Context: an optimization exercise on an open-source flow, tuned for small area, a short achievable clock period and few clock cycles. The choices shown serve that exercise and are no tape-out recipe. At most, simulation tests tie the RTL to the original design; equivalence was not proved. Power figures rest on the tool's default switching activity, not on a simulated workload.

== build 22 ==
==> flow/design.v (excerpt) <==
module systolic_mac_top (
    input  logic                                     clk,
    input  logic                                     rst,
    input  logic                                     in_req,
    input  logic                                     in_first,
    input  logic                                     in_last,
    input  logic [GRID_SIZE*DATA_WIDTH-1:0]          a_col,
    input  logic [GRID_SIZE*DATA_WIDTH-1:0]          b_row,
    output logic                                     in_ack,
    output logic [GRID_SIZE*GRID_SIZE*ACC_WIDTH-1:0] c_mat,
    output logic                                     done
);
For scale: ~650 flip-flops, roughly 390 I/O pins, about 0.036 mm² of cells after synthesis.
export LEC_CHECK = 0
export CAP_MARGIN = 20
export CORE_MARGIN = 2
export CORE_UTILIZATION = 40
export CTS_CLUSTER_DIAMETER = 100
export CTS_CLUSTER_SIZE = 20
export GPL_TIMING_DRIVEN = 0
export SETUP_SLACK_MARGIN = 2.8
export SLEW_MARGIN = 20
export TNS_END_PERCENT = 100
create_clock -name core_clock -period 5.5 [get_ports {clk}]
standard.sh (not shown) runs the stock make flow with config.mk's settings and CLKGATE_MAP_FILE= SYNTH_SCRIPT=/design/flow/synth_recipe.tcl, a recipe that flattens the netlist after the stock synthesis.
==> flow/flow/run.sh <==
#!/bin/bash
# The standard layout (the standard.sh, standard synthesis included), with one change:
# the buffers that placement puts on every input and output port are sky130_fd_sc_hd__buf_1
# instead of the delay cell ORFS picks by default (clkdlybuf4s50_1, twice the area of buf_2).
set -euo pipefail
bash standard.sh 'BUFFER_PORTS_ARGS=-buffer_cell sky130_fd_sc_hd__buf_1' finish > standard_flow.log 2>&1
Testbench counts of build 22, summed over its fixed seeds: cycles 3,614.
Here is what was changed in the inputs of build 7 compared with build 22.
Settings: removing GPL_TIMING_DRIVEN (formerly 0).
==> flow/flow/run.sh <==
#!/bin/bash
# The standard layout (the standard.sh, standard synthesis included), with one change:
# the buffers that placement puts on every input and output port are sky130_fd_sc_hd__buf_1
# instead of the delay cell ORFS picks by default (clkdlybuf4s50_1, 2.7 times the area of buf_1).
set -euo pipefail
bash standard.sh 'BUFFER_PORTS_ARGS=-buffer_cell sky130_fd_sc_hd__buf_1' finish > standard_flow.log 2>&1
Findings:
Build 7: full flow OK, the timing, design-rule and antenna checks passed
Build 7 against build 22; met2 routed wirelength is down by more than 10%.
Comparing build 22 against build 7, there is no change at all in die area.
Fmax: build 7 higher than build 22
Here is what was changed in the inputs of build 58 compared with build 7.
Settings: swapping 2.8 for 2.7 in SETUP_SLACK_MARGIN.
==> flow/flow/run.sh <==
#!/bin/bash
# The standard layout (the standard.sh, standard synthesis included), with one change:
# the buffers that placement puts on every input and output port are sky130_fd_sc_hd__buf_1
# instead of the delay cell ORFS picks by default (clkdlybuf4s50_1, twice the area of buf_2).
set -euo pipefail
bash standard.sh 'BUFFER_PORTS_ARGS=-buffer_cell sky130_fd_sc_hd__buf_1' finish > standard_flow.log 2>&1
### Flow results
Between build 7 and build 58, the flow reports leakage power decreasing slightly. Build 58 vs. build 7: setup slack -0.081 ns; post-route minimum period went up; number of setup buffers added after CTS fell 17; highest attainable clock frequency has decreased.
## Diff of input files: build 3 against build 58
Settings: swapping 20 for 25 in CTS_CLUSTER_SIZE; swapping 2.7 for 2.8 in SETUP_SLACK_MARGIN.
## What came out
Build 3 went all the way through synthesis, placement and routing and the layout is clean on timing, DRC and antenna. CTS clock-pin slew for the worst setup and hold paths ends up lower on build 58. Between build 58 and build 3, wire length increased. Delta (build 3 minus build 58): ratio of cells with drive above 1 in the final layout now larger, static leakage now larger, final period utilization now smaller, proportion of cell area occupied by registers now smaller, post-route core utilization now larger. The overall routing resource usage number comes out higher for build 3 vs build 58. Build 3 contains more vias than build 58.

========
systolic_mac_top, a different RTL version from the one above (not shown whole).
Size: ~3600 cells after synthesis, about 630 flip-flops, roughly 390 I/O pins, about 0.038 sq mm of cells after synthesis.
clock: 5.5 ns
lec_check: 0
cap_margin: 20
core_margin: 2
core_utilization: 40
slew_margin: 20
run.sh (not shown) runs the stock make flow with config.mk's settings and CLKGATE_MAP_FILE= SYNTH_SCRIPT=/design/flow/synth_recipe.tcl, a recipe that flattens the netlist after the stock synthesis.
Stock flow here: none of the scripts above is used.
Next try:
SETUP_SLACK_MARGIN = 0.8   (was not set)
TNS_END_PERCENT = 100   (was not set)
Via count hardly moves.
Routed wire length shrinks by 0.64%.
Hold slack loses 0.0072 ns.
Sequential power stays flat.
Maximum frequency shrinks by 2.8%.
Synthesized cell count stays the same.
Cell count hardly moves.
No run of this note included a check of the RTL's function; only the layout flow was run.

========
== run A ==
systolic_mac_top, a different RTL version from the one above (not shown whole).
Size: roughly 3200 cells after synthesis, ~640 flip-flops, about 390 I/O pins, ~36000 um2 of cells after synthesis.
export LEC_CHECK = 0
export CAP_MARGIN = 20
export CORE_MARGIN = 2
export CORE_UTILIZATION = 40
export SETUP_SLACK_MARGIN = 2.5
export SLEW_MARGIN = 20
export TNS_END_PERCENT = 100
create_clock -name core_clock -period 5.5 [get_ports {clk}]
standard.sh (not shown) runs the stock make flow with config.mk's settings and CLKGATE_MAP_FILE= SYNTH_SCRIPT=/design/flow/synth_recipe.tcl, a recipe that flattens the netlist after the stock synthesis.
==> flow/flow/run.sh <==
#!/bin/bash
# The standard layout (the standard.sh, standard synthesis included), with one change:
# the buffers that placement puts on every input and output port are sky130_fd_sc_hd__buf_2
# instead of the delay cell ORFS picks by default (clkdlybuf4s50_1, twice the area of buf_2).
set -euo pipefail
bash standard.sh 'BUFFER_PORTS_ARGS=-buffer_cell sky130_fd_sc_hd__buf_2' finish > standard_flow.log 2>&1
Run A completed every stage of the flow, and the final layout passed the timing, design-rule and antenna checks.
Testbench counts of run A, summed over its fixed seeds: cycles 3,614.
The following lists how run B was set up differently from run A:
Settings: SETUP_SLACK_MARGIN now 3.1, was 2.5; CTS_CLUSTER_DIAMETER now 100, previously not set; CTS_CLUSTER_SIZE now 20, previously not set.
==> flow/flow/run.sh <==
#!/bin/bash
# The standard layout (the standard.sh, standard synthesis included), with one change:
# the buffers that placement puts on every input and output port are sky130_fd_sc_hd__buf_1
# instead of the delay cell ORFS picks by default (clkdlybuf4s50_1, twice the area of buf_2).
set -euo pipefail
bash standard.sh 'BUFFER_PORTS_ARGS=-buffer_cell sky130_fd_sc_hd__buf_1' finish > standard_flow.log 2>&1
[summary]
[compare] base=run A new=run B: required arrival time at the worst endpoint fell 100 ps, maximum number of pins on one net before global-route repair went up about 12%, non-clock buffer count climbed 266. Proportion of cell area occupied by registers ends up lower on run B. Between run B and run A, clock buffer count in the final layout is lower for run B, run A comes in above that. From run A to run B the numbers moved as follows: via count moved up, global-route wire length before repair now sits higher, area after synthesis essentially unchanged.
--- input diff run B..run C ---
Settings: SETUP_SLACK_MARGIN changed from 3.1 to 2.7; PLACE_DENSITY newly set to 0.7.
## What came out
Run C vs run B: worst setup slack down. [run C] worst slew margin relative to its limit rose 7.4 points relative to run B. Count of clock-net buffers in the final layout delta for run C relative to run B: 5 lower. Taking run B as the reference, in run C design area decreased by 4900 um2 relative to the old numbers; die span in y stayed essentially flat; post-route non-filler standard cell count dropped 4.3%. The post-CTS setup buffer count number comes out lower for run C vs run B. Clock period minus worst slack delta (run C − run B): unfavourable. Delta(global-route wire length before repair, run C - run B) < 0. Per the comparison of run C with run B, global-route usage has decreased, number of tap instances ~0 delta.
Input changes introduced in run D (baseline for comparison: run C):
Settings: SETUP_SLACK_MARGIN now 2.9, was 2.7; PLACE_DENSITY no longer set, was 0.7.
## What came out
- Per the comparison of run D with run C, total power higher, via total after detailed routing has increased, number of filler instances in the final layout went down 70.
- Against run C as the reference, run D delivers a lower final critical-path required period.
- [run D] setup slack rose 43 ps relative to run C
- Per the comparison of run D with run C, clock-buffer cell count went up 5, via count of the first global-routing pass moved up.
- Diff run C -> run D: sequential share of layout area down 2.0 points, global-route usage went up 1.1 points, share of power burned in combinational logic saw an increase.

========
## job 9976
systolic_mac_top again, from the RTL that the note above started with.
## systolic_mac_top
module systolic_mac_top (
    input  logic                                     clk,
    input  logic                                     rst,
    input  logic                                     in_req,
    input  logic                                     in_first,
    input  logic                                     in_last,
    input  logic [GRID_SIZE*DATA_WIDTH-1:0]          a_col,
    input  logic [GRID_SIZE*DATA_WIDTH-1:0]          b_row,
    output logic                                     in_ack,
    output logic [GRID_SIZE*GRID_SIZE*ACC_WIDTH-1:0] c_mat,
    output logic                                     done
);
export LEC_CHECK = 0
export CAP_MARGIN = 20
export CORE_MARGIN = 2
export CORE_UTILIZATION = 40
export CTS_CLUSTER_DIAMETER = 100
export CTS_CLUSTER_SIZE = 20
export SETUP_SLACK_MARGIN = 2.7
export SLEW_MARGIN = 20
export TNS_END_PERCENT = 100
create_clock -name core_clock -period 5.5 [get_ports {clk}]
==> flow/flow/run.sh <==
#!/bin/bash
# The standard layout (the standard.sh, standard synthesis included), with one change:
# the buffers that placement puts on every input and output port are sky130_fd_sc_hd__buf_2
# instead of the delay cell ORFS picks by default (clkdlybuf4s50_1, twice the area of buf_2).
set -euo pipefail
bash standard.sh 'BUFFER_PORTS_ARGS=-buffer_cell sky130_fd_sc_hd__buf_2' finish > standard_flow.log 2>&1
Testbench counts of job 9976, summed over its fixed seeds: cycles 3,614.
## Diff of input files: job 1765 against job 9976
- changing CORE_UTILIZATION from 40 to 50
==> flow/flow/run.sh <==
#!/bin/bash
# The standard layout (the standard.sh, standard synthesis included), with one change:
# the buffers that placement puts on every input and output port are sky130_fd_sc_hd__buf_1
# instead of the delay cell ORFS picks by default (clkdlybuf4s50_1, twice the area of buf_2).
set -euo pipefail
bash standard.sh 'BUFFER_PORTS_ARGS=-buffer_cell sky130_fd_sc_hd__buf_1' finish > standard_flow.log 2>&1
==> comparison <==
Compared with job 9976, job 1765 shows a post-CTS setup-driven buffer insertion count that is 7 lower. Per the comparison of job 1765 with job 9976, met2 layer wire length in the routed design increased about 2%, final design area excluding fillers decreased 950 µm², number of cells on the critical path decreased 6. Job 1765 vs job 9976, total routing usage reported by global routing went up by 5.2 points. | reported net switching power | job 1765 vs job 9976 | 2.5% higher |. Job 9976 ended up with in -> async as its path class of the lowest-slack min-delay path; job 1765 ended up with reg -> reg. Job 9976 has higher die area than job 1765. Compared with job 9976, job 1765 shows a higher final routed wirelength across all metal layers.
### job 1765 -> job 6234
- swapping 50 for 40 in CORE_UTILIZATION
Findings:
Between job 1765 and job 6234, the cell count went up. Result for job 1765 and job 6234: all clean. Diff job 1765 -> job 6234: cell area grew by 510 µm²; number of buffers created by CTS up 2; global routing usage summed across all routing layers went down by 5.3 points. The worst setup path startpoint comes out i_operand_prep.acc_en in one run and i_operand_prep.acc_clear_d in the other, namely in job 1765 and job 6234 respectively.

-- re-timing with driven ports --
In the flow no input, the clock included, has a driving cell. The finished layouts below were timed again as built, in two steps. Step 1 sets driving cells, clkbuf_16 on the clock port and buf_2 on the other inputs (assumed; they add their load-dependent delay and slew). Step 2 also shifts input and output timing later by t, the mid clock arrival at the registers, as if the neighbouring blocks saw the same clock. a / b / c = ideal ports / drivers / drivers and shift; a / b = the first two.
run | shift t [ns] | slack for setup (ns) | worst data-port slew with drivers (ns)
build 22 | 0.655 | 2.598 / 2.598 / 2.598 | 0.08
build 7 | 0.647 | 2.837 / 2.837 / 2.525 | 0.19
build 58 | 0.647 | 2.757 / 2.757 / 2.538 | 0.19
build 3 | 0.639 | 2.839 / 2.839 / 2.513 | 0.20
the first run of note 2 | 0.697 | 1.508 / 1.508 / 1.508 | 0.14
the second run of note 2 | 0.702 | 1.394 / 1.394 / 1.394 | 0.13
run A | 0.694 | 2.611 / 2.611 / 2.611 | 0.14
run B | 0.657 | 2.805 / 2.805 / 2.664 | 0.14
run C | 0.651 | 2.736 / 2.736 / 2.736 | 0.16
run D | 0.649 | 2.779 / 2.779 / 2.445 | 0.14
job 9976 | 0.645 | 2.670 / 2.670 / 2.507 | 0.14
job 1765 | 0.653 | 2.723 / 2.723 / 2.723 | 0.13
job 6234 | 0.647 | 2.765 / 2.765 / 2.447 | 0.14
After both steps every run listed still meets setup and hold. For run D, which loses most, drivers alone change the setup slack by 0.000 ns; drivers and shift together by -0.334 ns.
